Background: an optimization exercise with open tools, aiming at small area and a short achievable clock period. Do not read the settings as production practice.
Function was checked by simulation only, so behaviour that the tests miss may differ from the original.
Power and IR drop assume default switching activity.

== run 1 ==
==> flow/design.v <==
module pram_fifo #(
    parameter int DEPTH  = 64,
    parameter int ADDR_W = 6
) (
    input  logic              clk,
    input  logic              reset,
    input  logic              cpu_we,
    input  logic [15:0]       cpu_wdata,
    input  logic              flush,
    input  logic              re,
    output logic [31:0]       PRAMdata,
    output logic              empty,
    output logic              full,
    output logic [ADDR_W:0]   count,
    output logic              half_pending,
    output logic              overflow,
    output logic              underflow
);
    localparam logic [ADDR_W:0] LP_DEPTH = (ADDR_W+1)'(DEPTH);
    logic [31:0]           r_mem [DEPTH];
    logic [ADDR_W-1:0]     r_wptr;
    logic [DEPTH-1:0]      r_rsel;      
    logic [15:0]           r_hi;        
    logic                  r_half;
    logic [ADDR_W:0]       r_count;
    logic                  r_empty;
    logic                  r_full;
    logic [31:0]           r_data;
    logic                  r_ovf;
    logic                  r_udf;
    logic w_swap, w_pop, w_push_req, w_push, w_drop, w_clr, w_wen;
    logic [ADDR_W:0] w_cnt_inc, w_cnt_dec;
    logic w_one, w_almost;
    logic [31:0] w_rd;
    assign w_clr      = ~reset | flush;
    assign w_swap     = &cpu_wdata;
    assign w_pop      = re & ~r_empty;
    assign w_push_req = cpu_we & (r_half | w_swap);
    assign w_push     = w_push_req & (~r_full | re);
    assign w_drop     = w_push_req & r_full & ~re;
    assign w_wen      = ~r_full | re;
    always_ff @(posedge clk) begin
        if (w_wen) r_mem[r_wptr] <= {r_hi, cpu_wdata};
    end
    always_ff @(posedge clk) begin
        if (w_clr) begin
            r_half <= 1'b0;
            r_hi   <= 16'hFFFF;
        end else if (cpu_we) begin
            r_half <= ~r_half & ~w_swap;
            r_hi   <= r_half ? 16'hFFFF : cpu_wdata;
        end
    end
    logic [ADDR_W-1:0] w_wptr_inc;
    always_comb begin
        logic c;
        c = 1'b1;
        for (int i = 0; i < ADDR_W; i++) begin
            w_wptr_inc[i] = r_wptr[i] ^ c;
            c = c & r_wptr[i];
        end
    end
    always_ff @(posedge clk) begin
        if (w_clr) begin
            r_wptr <= '0;
            r_rsel <= DEPTH'(1);
        end else begin
            if (w_push) r_wptr <= w_wptr_inc;
            if (w_pop)  r_rsel <= {r_rsel[DEPTH-2:0], r_rsel[DEPTH-1]};
        end
    end
    always_comb begin
        logic c_inc, c_dec;
        c_inc = 1'b1;
        c_dec = 1'b1;
        for (int i = 0; i <= ADDR_W; i++) begin
            w_cnt_inc[i] = r_count[i] ^ c_inc;
            w_cnt_dec[i] = r_count[i] ^ c_dec;
            c_inc = c_inc & r_count[i];
            c_dec = c_dec & ~r_count[i];
        end
    end
    assign w_one     = (r_count == (ADDR_W+1)'(1));
    assign w_almost  = (r_count == LP_DEPTH - 1'b1);
    logic w_inc, w_dec, w_hold;
    assign w_inc  = w_push & ~w_pop;
    assign w_dec  = w_pop & ~w_push;
    assign w_hold = ~(w_inc | w_dec);
    always_ff @(posedge clk) begin
        if (w_clr) begin
            r_count <= '0;
            r_empty <= 1'b1;
            r_full  <= 1'b0;
        end else begin
            r_count <= ({(ADDR_W+1){w_inc}}  & w_cnt_inc) |
                       ({(ADDR_W+1){w_dec}}  & w_cnt_dec) |
                       ({(ADDR_W+1){w_hold}} & r_count);
            r_empty <= (w_dec & w_one) | (w_hold & r_empty);
            r_full  <= (w_inc & w_almost) | (w_hold & r_full);
        end
    end
    always_comb begin
        w_rd = '0;
        for (int i = 0; i < DEPTH; i++) begin
            w_rd = w_rd | (r_mem[i] & {32{r_rsel[i]}});
        end
    end
    always_ff @(posedge clk) begin
        if (!reset) begin
            r_data <= '0;
        end else if (w_pop & ~flush) begin
            r_data <= w_rd;
        end
    end
    always_ff @(posedge clk) begin
        if (w_clr) begin
            r_ovf <= 1'b0;
            r_udf <= 1'b0;
        end else begin
            if (w_drop)         r_ovf <= 1'b1;
            if (re & r_empty)   r_udf <= 1'b1;
        end
    end
    assign PRAMdata     = r_data;
    assign empty        = r_empty;
    assign full         = r_full;
    assign count        = r_count;
    assign half_pending = r_half;
    assign overflow     = r_ovf;
    assign underflow    = r_udf;
endmodule
clock: 4.0 ns
lec_check: 0
cap_margin: 20
core_margin: 2
core_utilization: 50
place_density: 0.65
setup_slack_margin: 1.85
slew_margin: 20
tns_end_percent: 5
run.sh (not shown) runs the stock make flow with config.mk's settings and CLKGATE_MAP_FILE= SYNTH_SCRIPT=/design/flow/synth_recipe.tcl, a recipe that flattens the netlist after the stock synthesis.
For run 2, these inputs were changed with respect to run 1:
- SETUP_SLACK_MARGIN now 1.9, was 1.85
- CTS_CLUSTER_SIZE now 25, previously not set
- CTS_CLUSTER_DIAMETER now 80, previously not set
- CORE_UTILIZATION now 60, was 50
- TNS_END_PERCENT no longer set, was 5
- PLACE_DENSITY now 0.75, was 0.65
==> flow/flow/run.sh (new file) <==
#!/bin/bash
# The standard layout, with the control pins grouped on one edge.
set -euo pipefail
here="$(cd "$(dirname "${BASH_SOURCE[0]}")" && pwd)"
cd "$here/.."
bash standard.sh IO_CONSTRAINTS="$here/io.tcl" finish > make_finish.log 2>&1
==> flow/flow/io.tcl (new file) <==
# Keep the control inputs and the status outputs together on one edge, so the
# swap-token detect and the occupancy logic are not spread across the die.
set_io_pin_constraint -region left:* -group -pin_names {cpu_wdata[0] cpu_wdata[1] cpu_wdata[2] cpu_wdata[3] cpu_wdata[4] cpu_wdata[5] cpu_wdata[6] cpu_wdata[7] cpu_wdata[8] cpu_wdata[9] cpu_wdata[10] cpu_wdata[11] cpu_wdata[12] cpu_wdata[13] cpu_wdata[14] cpu_wdata[15] cpu_we re flush reset count[0] count[1] count[2] count[3] count[4] count[5] count[6] empty full half_pending overflow underflow}
==> flow/standard.sh (new file) <==
#!/bin/bash
# synth_recipe.tcl (not shown) runs the flow's synth.tcl, then flattens the netlist and writes it again
# the make line also repeats each setting of config.mk as NAME=value (left out here)
make -C /OpenROAD-flow-scripts/flow DESIGN_CONFIG=/design/flow/config.mk WORK_HOME=/design/flow/orfs CLKGATE_MAP_FILE= SYNTH_SCRIPT=/design/flow/synth_recipe.tcl "${@:-finish}"
removed: flow/run.sh
Notes after the runs:
Diff run 1 -> run 2: placeable core area decreased by about 17% relative to the old numbers; hold slack closely matched the old numbers. Higher number of vias in the routed layout among run 2 and run 1: run 2. The relative contribution of the clock network to total power of run 2 falls short of that of run 1 by 11 points. For run 2, the origin of the worst setup path was r_rsel[44], unlike run 1, where it was r_rsel[2]. As far as overflow left after global routing goes, run 2 and run 1 are indistinguishable; the numbers are identical. ~same fmax in run 2 and run 1. Between run 2 and run 1, max-slew headroom at the worst pin is lower for run 2, run 1 comes in above that. Setup slack across run 2 and run 1: no real change. In terms of post-synthesis xor/xnor area fraction, run 2 and run 1 differ only marginally.
[inputs] run 3 vs run 2
- TNS_END_PERCENT now 5, previously not set
- CTS_CLUSTER_SIZE no longer set, was 25
- CTS_CLUSTER_DIAMETER no longer set, was 80
- PLACE_DENSITY now 0.7, was 0.75
- CORE_UTILIZATION now 55, was 60
- SETUP_SLACK_MARGIN now 1.85, was 1.9
==> flow/run.sh (new file) <==
#!/bin/bash
# synth_recipe.tcl (not shown) runs the flow's synth.tcl, then flattens the netlist and writes it again
# the make line also repeats each setting of config.mk as NAME=value (left out here)
make -C /OpenROAD-flow-scripts/flow DESIGN_CONFIG=/design/flow/config.mk WORK_HOME=/design/flow/orfs CLKGATE_MAP_FILE= SYNTH_SCRIPT=/design/flow/synth_recipe.tcl finish
removed: flow/flow/run.sh
removed: flow/flow/io.tcl
removed: flow/standard.sh
[summary]
For the clock latency on the worst-skew pair, run 3 came in 0.11 ns higher than run 2 did. Comparing portion of total power attributed to combinational logic for run 2 and run 3, the smaller number came from run 3. When the final numbers for run 2 and run 3 were put side by side, the fmax turned out to be greater in run 3. Global-route usage on run 3 is down relative to run 2. Run 3 — post-cts resize count 107 lower, run 2 as reference. From run 2 to run 3, path length in cells of the critical path did not move at all. Run 3 completed end to end with timing, DRC and antenna clean. Going from run 2 to run 3, clock tree buffer count of the final layout shows an increase of 60%, wire length went down 4400 um.

[separate check: timing with driven ports]
How much do the figures lean on ideal ports? The routed layouts below were timed once more, with nothing changed but the port constraints.
Step 1 sets driving cells, clkbuf_16 on the clock port and buf_2 on the other inputs (assumed; they add their load-dependent delay and slew).
Step 2 moves the port delays by t, midway between the first and last clock arrival at a register: inputs arrive t later, outputs are due t later. That takes back most of the time a late clock gives input paths.
Slacks: ideal / step 1 / step 2; pairs: ideal / step 1.
| run | shift t [ns] | setup slack, ns | worst setup path at the end | slew at the worst register clock pin (ns) |
|---|---|---|---|---|
| run 1 | 0.939 | 1.517 / 1.517 / 0.838 | input to register | 0.07 / 0.07 |
| run 2 | 0.843 | 1.515 / 1.515 / 1.107 | input to register | 0.11 / 0.11 |
| run 3 | 0.959 | 1.556 / 1.556 / 0.806 | input to register | 0.07 / 0.07 |
After both steps every run listed still meets setup and hold. The setup slack of run 3, which loses most, moves by 0.000 ns with the drivers and by -0.750 ns with both steps.
